This is an optimization exercise on Yosys and OpenROAD, whose aim is small area and a short achievable clock period, not a production implementation.
Where RTL was checked, it was by simulation tests only, not by an equivalence proof against the original.
Power and IR drop assume default switching activity.

==> flow/design.v <==
module mem_responder_top (
    input  logic       clk,
    input  logic       rst,
    input  logic       req,
    input  logic       we,
    input  logic [7:0] addr,
    input  logic [7:0] wdata,
    output logic [7:0] rdata,
    output logic       ack,
    output logic       err,
    output logic       busy
);
    mem_responder #(.DW(8), .AW(8), .DEPTH(200), .WAIT(2)) u_resp (
        .clk(clk), .rst(rst), .req(req), .we(we), .addr(addr), .wdata(wdata),
        .rdata(rdata), .ack(ack), .err(err), .busy(busy));
endmodule

module mem_responder #(
    parameter int DW    = 8,
    parameter int AW    = 8,
    parameter int DEPTH = 256,
    parameter int WAIT  = 2
) (
    input  logic          clk,
    input  logic          rst,
    input  logic          req,
    input  logic          we,
    input  logic [AW-1:0] addr,
    input  logic [DW-1:0] wdata,
    output logic [DW-1:0] rdata,
    output logic          ack,
    output logic          err,
    output logic          busy
);
    localparam int NR = 66;      
    localparam int NG = 5;       
    logic       busy_q, ack_q, err_q;
    logic [1:0] st_q;            
    logic          wr_q, inr_q;
    logic [2:0]    tp_q;         
    logic          w1_q;         
    logic [15:0]   lo_q;
    logic [NG-1:0] gr_q;
    logic [2:0]    xr_q;
    logic [DW-1:0] wdata_q;
    logic [DW-1:0] rdata_q;
    logic [2:0] ph_q;            
    logic       ph2_q;
    logic       wp1_q, pre_q;
    logic [DW-1:0] s0 [NR];      
    logic [DW-1:0] s1 [NR];
    logic [DW-1:0] s2 [NR];
    logic [DW-1:0] t0;           
    logic [DW-1:0] t1;
    logic [DW-1:0] grp_q [NG];
    logic          a_hi, a_inr;
    logic [1:0]    a_word;
    logic [2:0]    a_tp;
    logic [15:0]   a_lo;
    logic [NG-1:0] a_gr;
    logic [2:0]    a_xr;
    assign a_hi  = (addr[7:6] == 2'b11);
    assign a_inr = !a_hi || (addr[5:3] == 3'd0);
    always_comb begin
        for (int i = 0; i < 16; i++) a_lo[i] = (addr[3:0] == 4'(i));
        for (int g = 0; g < 4; g++) a_gr[g] = !a_hi && (addr[5:4] == 2'(g));
        a_gr[4] = a_hi && (addr[5:3] == 3'd0);
        a_xr[0] = (addr[2:0] == 3'd0) || (addr[2:0] == 3'd1) || (addr[2:0] == 3'd2);
        a_xr[1] = (addr[2:0] == 3'd3) || (addr[2:0] == 3'd4) || (addr[2:0] == 3'd5);
        a_xr[2] = (addr[2:0] == 3'd6) || (addr[2:0] == 3'd7);
        if (!a_hi) a_word = addr[7:6];
        else case (addr[2:0])
            3'd0, 3'd3, 3'd6: a_word = 2'd0;
            3'd1, 3'd4, 3'd7: a_word = 2'd1;
            default:          a_word = 2'd2;
        endcase
        case (a_word)
            2'd0:    a_tp = 3'b100;
            2'd1:    a_tp = 3'b010;
            default: a_tp = 3'b001;
        endcase
    end
    logic          stage2, accessing, commit, win, preset;
    logic          at_tap_q, at_next_q;    
    logic          is2_q;                  
    logic [15:0]   lo_sel;
    logic [2:0]    xr_sel;
    logic [NR:0]   rsel;
    logic [DW-1:0] rd;
    for (genvar r = 0; r < 64; r++) begin : g_sel
        assign rsel[r] = gr_q[r / 16] && lo_q[r % 16];
    end
    assign rsel[64] = gr_q[4] && xr_q[0];
    assign rsel[65] = gr_q[4] && xr_q[1];
    assign rsel[66] = gr_q[4] && xr_q[2];
    assign stage2    = busy_q && !ack_q && (st_q == 2'd2);
    assign accessing = busy_q && !ack_q && (st_q == 2'd3);
    assign commit    = accessing && !rst && wr_q;
    assign win       = ((stage2 || accessing) && !rst) || wp1_q;
    assign preset    = wr_q && at_tap_q && win;
    assign lo_sel = busy_q ? lo_q : a_lo;
    assign xr_sel = busy_q ? xr_q : a_xr;
    logic [DW-1:0] grp_d [NG];
    always_comb begin
        for (int g = 0; g < 4; g++) begin
            grp_d[g] = '0;
            for (int i = 0; i < 16; i++)
                if (lo_sel[i]) grp_d[g] = grp_d[g] | s2[16 * g + i];
        end
        grp_d[4] = '0;
        for (int i = 0; i < 2; i++)
            if (xr_sel[i]) grp_d[4] = grp_d[4] | s2[64 + i];
        if (xr_sel[2]) grp_d[4] = grp_d[4] | t1;
    end
    always_comb begin
        rd = '0;
        for (int g = 0; g < NG; g++)
            if (gr_q[g]) rd = rd | grp_q[g];
    end
    logic restore;
    logic [DW-1:0] setd [NG];
    assign restore = accessing && rst;
    always_comb
        for (int g = 0; g < NG; g++) setd[g] = restore ? grp_q[g] : wdata_q;
    logic [2:0] ph_d, tp_d;
    logic       ph2_d, w1_d, is2_d;
    assign ph_d  = {ph_q[1], ph_q[0], !(ph_q[1] || ph_q[0])};
    assign ph2_d = !ph2_q;
    assign tp_d  = busy_q ? tp_q : a_tp;
    assign w1_d  = busy_q ? w1_q : a_word[0];
    assign is2_d = busy_q ? is2_q : (a_gr[4] && a_xr[2]);
    always_ff @(posedge clk) begin
        at_tap_q  <= is2_d ? (w1_d ^ ph2_d) : |(tp_d & ph_d);
        at_next_q <= is2_d ? !(w1_d ^ ph2_d) : |({tp_d[1:0], tp_d[2]} & ph_d);
        ph_q  <= ph_d;
        ph2_q <= !ph2_q;
        wp1_q <= commit;
        pre_q <= preset;
        for (int g = 0; g < NG; g++) grp_q[g] <= grp_d[g];
    end
    always_ff @(posedge clk) begin
        if (rst) begin
            busy_q <= 1'b0;
            ack_q  <= 1'b0;
            err_q  <= 1'b0;
            st_q   <= 2'd0;
        end else if (!busy_q) begin
            if (req) begin
                busy_q <= 1'b1;
                st_q   <= 2'd1;
            end
        end else if (!ack_q) begin
            if (st_q == 2'd3) begin
                ack_q <= 1'b1;
                err_q <= !inr_q;
                st_q  <= 2'd0;
            end else begin
                st_q <= st_q + 2'd1;
            end
        end else if (!req) begin
            busy_q <= 1'b0;
            ack_q  <= 1'b0;
            err_q  <= 1'b0;
        end
    end
    always_ff @(posedge clk) begin
        if (!busy_q) begin
            wr_q    <= we && a_inr;
            inr_q   <= a_inr;
            tp_q    <= a_tp;
            w1_q    <= a_word[0];
            is2_q   <= a_gr[4] && a_xr[2];
            lo_q    <= a_lo;
            gr_q    <= a_gr;
            xr_q    <= a_xr;
            wdata_q <= wdata;
        end
    end
    always_ff @(posedge clk) begin
        if (!ack_q && at_next_q) rdata_q <= rd;
    end
    for (genvar r = 0; r < NR; r++) begin : g_ring
        always_ff @(posedge clk) begin
            s0[r] <= ~(s2[r] | {DW{preset && rsel[r]}});
            s1[r] <= ~(s0[r] | ({DW{pre_q && rsel[r]}} & ~setd[r < 64 ? r / 16 : 4]));
            s2[r] <= s1[r];
        end
    end
    always_ff @(posedge clk) begin
        t0 <= ~(t1 | {DW{preset && rsel[NR]}});
        t1 <= ~(t0 | ({DW{pre_q && rsel[NR]}} & ~setd[4]));
    end
    assign rdata = rdata_q;
    assign ack   = ack_q;
    assign err   = err_q;
    assign busy  = busy_q;
endmodule
Settings: LEC_CHECK=0, ABC_CLOCK_PERIOD_IN_PS=2200, CAP_MARGIN=20, CORE_MARGIN=2, CORE_UTILIZATION=50, CTS_BUF_LIST=sky130_fd_sc_hd__clkbuf_8, CTS_CLUSTER_DIAMETER=50, CTS_CLUSTER_SIZE=10, SETUP_SLACK_MARGIN=2.3, SLEW_MARGIN=20, TNS_END_PERCENT=0; clock period 4.5 ns.
standard.sh (not shown) runs the stock make flow with config.mk's settings and CLKGATE_MAP_FILE= SYNTH_SCRIPT=/design/flow/synth_recipe.tcl, a recipe that flattens the netlist after the stock synthesis.
==> flow/flow/run.sh <==
#!/bin/bash
# Standard ORFS layout (the standard.sh), with the port buffers made of buf_4 cells
# instead of whatever buffer_ports picks by default (it has been picking delay cells).
set -euo pipefail
bash standard.sh finish 'BUFFER_PORTS_ARGS=-buffer_cell sky130_fd_sc_hd__buf_4' > make_finish.log 2>&1
==> next run, changes <==
--- a/flow/design.v
+++ b/flow/design.v
@@ -61,14 +61,16 @@
     logic [2:0]    a_xr;
     assign a_hi  = (addr[7:6] == 2'b11);
     assign a_inr = !a_hi || (addr[5:3] == 3'd0);
     always_comb begin
-        for (int i = 0; i < 16; i++) a_lo[i] = (addr[3:0] == 4'(i));
-        for (int g = 0; g < 4; g++) a_gr[g] = !a_hi && (addr[5:4] == 2'(g));
+        a_lo = '0;
+        a_lo[addr[3:0]] = 1'b1;
+        a_gr = '0;
+        if (!a_hi) a_gr[addr[5:4]] = 1'b1;
         a_gr[4] = a_hi && (addr[5:3] == 3'd0);
-        a_xr[0] = (addr[2:0] == 3'd0) || (addr[2:0] == 3'd1) || (addr[2:0] == 3'd2);
-        a_xr[1] = (addr[2:0] == 3'd3) || (addr[2:0] == 3'd4) || (addr[2:0] == 3'd5);
-        a_xr[2] = (addr[2:0] == 3'd6) || (addr[2:0] == 3'd7);
+        a_xr[0] = (addr[2:0] <= 3'd2);
+        a_xr[1] = (addr[2:0] >= 3'd3) && (addr[2:0] <= 3'd5);
+        a_xr[2] = (addr[2:0] >= 3'd6);
         if (!a_hi) a_word = addr[7:6];
         else case (addr[2:0])
             3'd0, 3'd3, 3'd6: a_word = 2'd0;
             3'd1, 3'd4, 3'd7: a_word = 2'd1;
@@ -79,15 +81,13 @@
             2'd1:    a_tp = 3'b010;
             default: a_tp = 3'b001;
         endcase
     end
-    logic          stage2, accessing, commit, win, preset;
-    logic          at_tap_q, at_next_q;    
-    logic          is2_q;                  
+    logic          stage2, accessing, commit, at_tap, at_next, win, preset;
     logic [15:0]   lo_sel;
     logic [2:0]    xr_sel;
     logic [NR:0]   rsel;
-    logic [DW-1:0] rd;
+    logic [DW-1:0] rd, setd;
     for (genvar r = 0; r < 64; r++) begin : g_sel
         assign rsel[r] = gr_q[r / 16] && lo_q[r % 16];
     end
     assign rsel[64] = gr_q[4] && xr_q[0];
@@ -95,10 +95,12 @@
     assign rsel[66] = gr_q[4] && xr_q[2];
     assign stage2    = busy_q && !ack_q && (st_q == 2'd2);
     assign accessing = busy_q && !ack_q && (st_q == 2'd3);
     assign commit    = accessing && !rst && wr_q;
+    assign at_tap    = gr_q[4] && xr_q[2] ? (w1_q ^ ph2_q) : |(tp_q & ph_q);
+    assign at_next   = gr_q[4] && xr_q[2] ? !(w1_q ^ ph2_q) : |({tp_q[1:0], tp_q[2]} & ph_q);
     assign win       = ((stage2 || accessing) && !rst) || wp1_q;
-    assign preset    = wr_q && at_tap_q && win;
+    assign preset    = wr_q && at_tap && win;
     assign lo_sel = busy_q ? lo_q : a_lo;
     assign xr_sel = busy_q ? xr_q : a_xr;
     logic [DW-1:0] grp_d [NG];
     always_comb begin
@@ -116,24 +118,11 @@
         rd = '0;
         for (int g = 0; g < NG; g++)
             if (gr_q[g]) rd = rd | grp_q[g];
     end
-    logic restore;
-    logic [DW-1:0] setd [NG];
-    assign restore = accessing && rst;
-    always_comb
-        for (int g = 0; g < NG; g++) setd[g] = restore ? grp_q[g] : wdata_q;
-    logic [2:0] ph_d, tp_d;
-    logic       ph2_d, w1_d, is2_d;
-    assign ph_d  = {ph_q[1], ph_q[0], !(ph_q[1] || ph_q[0])};
-    assign ph2_d = !ph2_q;
-    assign tp_d  = busy_q ? tp_q : a_tp;
-    assign w1_d  = busy_q ? w1_q : a_word[0];
-    assign is2_d = busy_q ? is2_q : (a_gr[4] && a_xr[2]);
+    assign setd = (accessing && rst) ? rd : wdata_q;
     always_ff @(posedge clk) begin
-        at_tap_q  <= is2_d ? (w1_d ^ ph2_d) : |(tp_d & ph_d);
-        at_next_q <= is2_d ? !(w1_d ^ ph2_d) : |({tp_d[1:0], tp_d[2]} & ph_d);
-        ph_q  <= ph_d;
+        ph_q  <= {ph_q[1], ph_q[0], !(ph_q[1] || ph_q[0])};
         ph2_q <= !ph2_q;
         wp1_q <= commit;
         pre_q <= preset;
         for (int g = 0; g < NG; g++) grp_q[g] <= grp_d[g];
@@ -168,28 +157,27 @@
             wr_q    <= we && a_inr;
             inr_q   <= a_inr;
             tp_q    <= a_tp;
             w1_q    <= a_word[0];
-            is2_q   <= a_gr[4] && a_xr[2];
             lo_q    <= a_lo;
             gr_q    <= a_gr;
             xr_q    <= a_xr;
             wdata_q <= wdata;
         end
     end
     always_ff @(posedge clk) begin
-        if (!ack_q && at_next_q) rdata_q <= rd;
+        if (!ack_q && at_next) rdata_q <= rd;
     end
     for (genvar r = 0; r < NR; r++) begin : g_ring
         always_ff @(posedge clk) begin
             s0[r] <= ~(s2[r] | {DW{preset && rsel[r]}});
-            s1[r] <= ~(s0[r] | ({DW{pre_q && rsel[r]}} & ~setd[r < 64 ? r / 16 : 4]));
+            s1[r] <= ~(s0[r] | ({DW{pre_q && rsel[r]}} & ~setd));
             s2[r] <= s1[r];
         end
     end
     always_ff @(posedge clk) begin
         t0 <= ~(t1 | {DW{preset && rsel[NR]}});
-        t1 <= ~(t0 | ({DW{pre_q && rsel[NR]}} & ~setd[4]));
+        t1 <= ~(t0 | ({DW{pre_q && rsel[NR]}} & ~setd));
     end
     assign rdata = rdata_q;
     assign ack   = ack_q;
     assign err   = err_q;
=> Power rises by a few percent; clock-buffer cell count increases by 14; wire length came out higher by roughly a tenth; design area climbs by a few percent; synthesized cell count rose by roughly a tenth; final cell count went up by roughly a tenth; maximum frequency decreases by roughly a tenth.
No functional check of the RTL was part of the second run of this note.

==> what the ideal ports hide <==
The flow's constraints put no driver on any port. The routed layouts listed below were extracted and timed again, unchanged, in two steps.
Step 1 assumes that a clkbuf_16 drives the clock port and a buf_2 every other input.
Step 2 times the ports against the registers' clock, not the clock port: input delays grow and output delays shrink by t, the midpoint of the rising clock arrivals with the driver on.
Three values: ideal ports, drivers, drivers and shift; two values: the first two.
run	shift t [ns]	slack for setup (ns)	worst setup path at the end	worst register clock-pin slew, ns
the first run	0.905	2.040 / 1.979 / 1.419	input to register	0.08 / 0.08
the second run	0.934	1.744 / 1.744 / 0.910	input to register	0.08 / 0.08
After both steps every run listed still meets setup and hold. For the second run, which loses most, drivers alone change the setup slack by 0.000 ns; drivers and shift together by -0.834 ns.
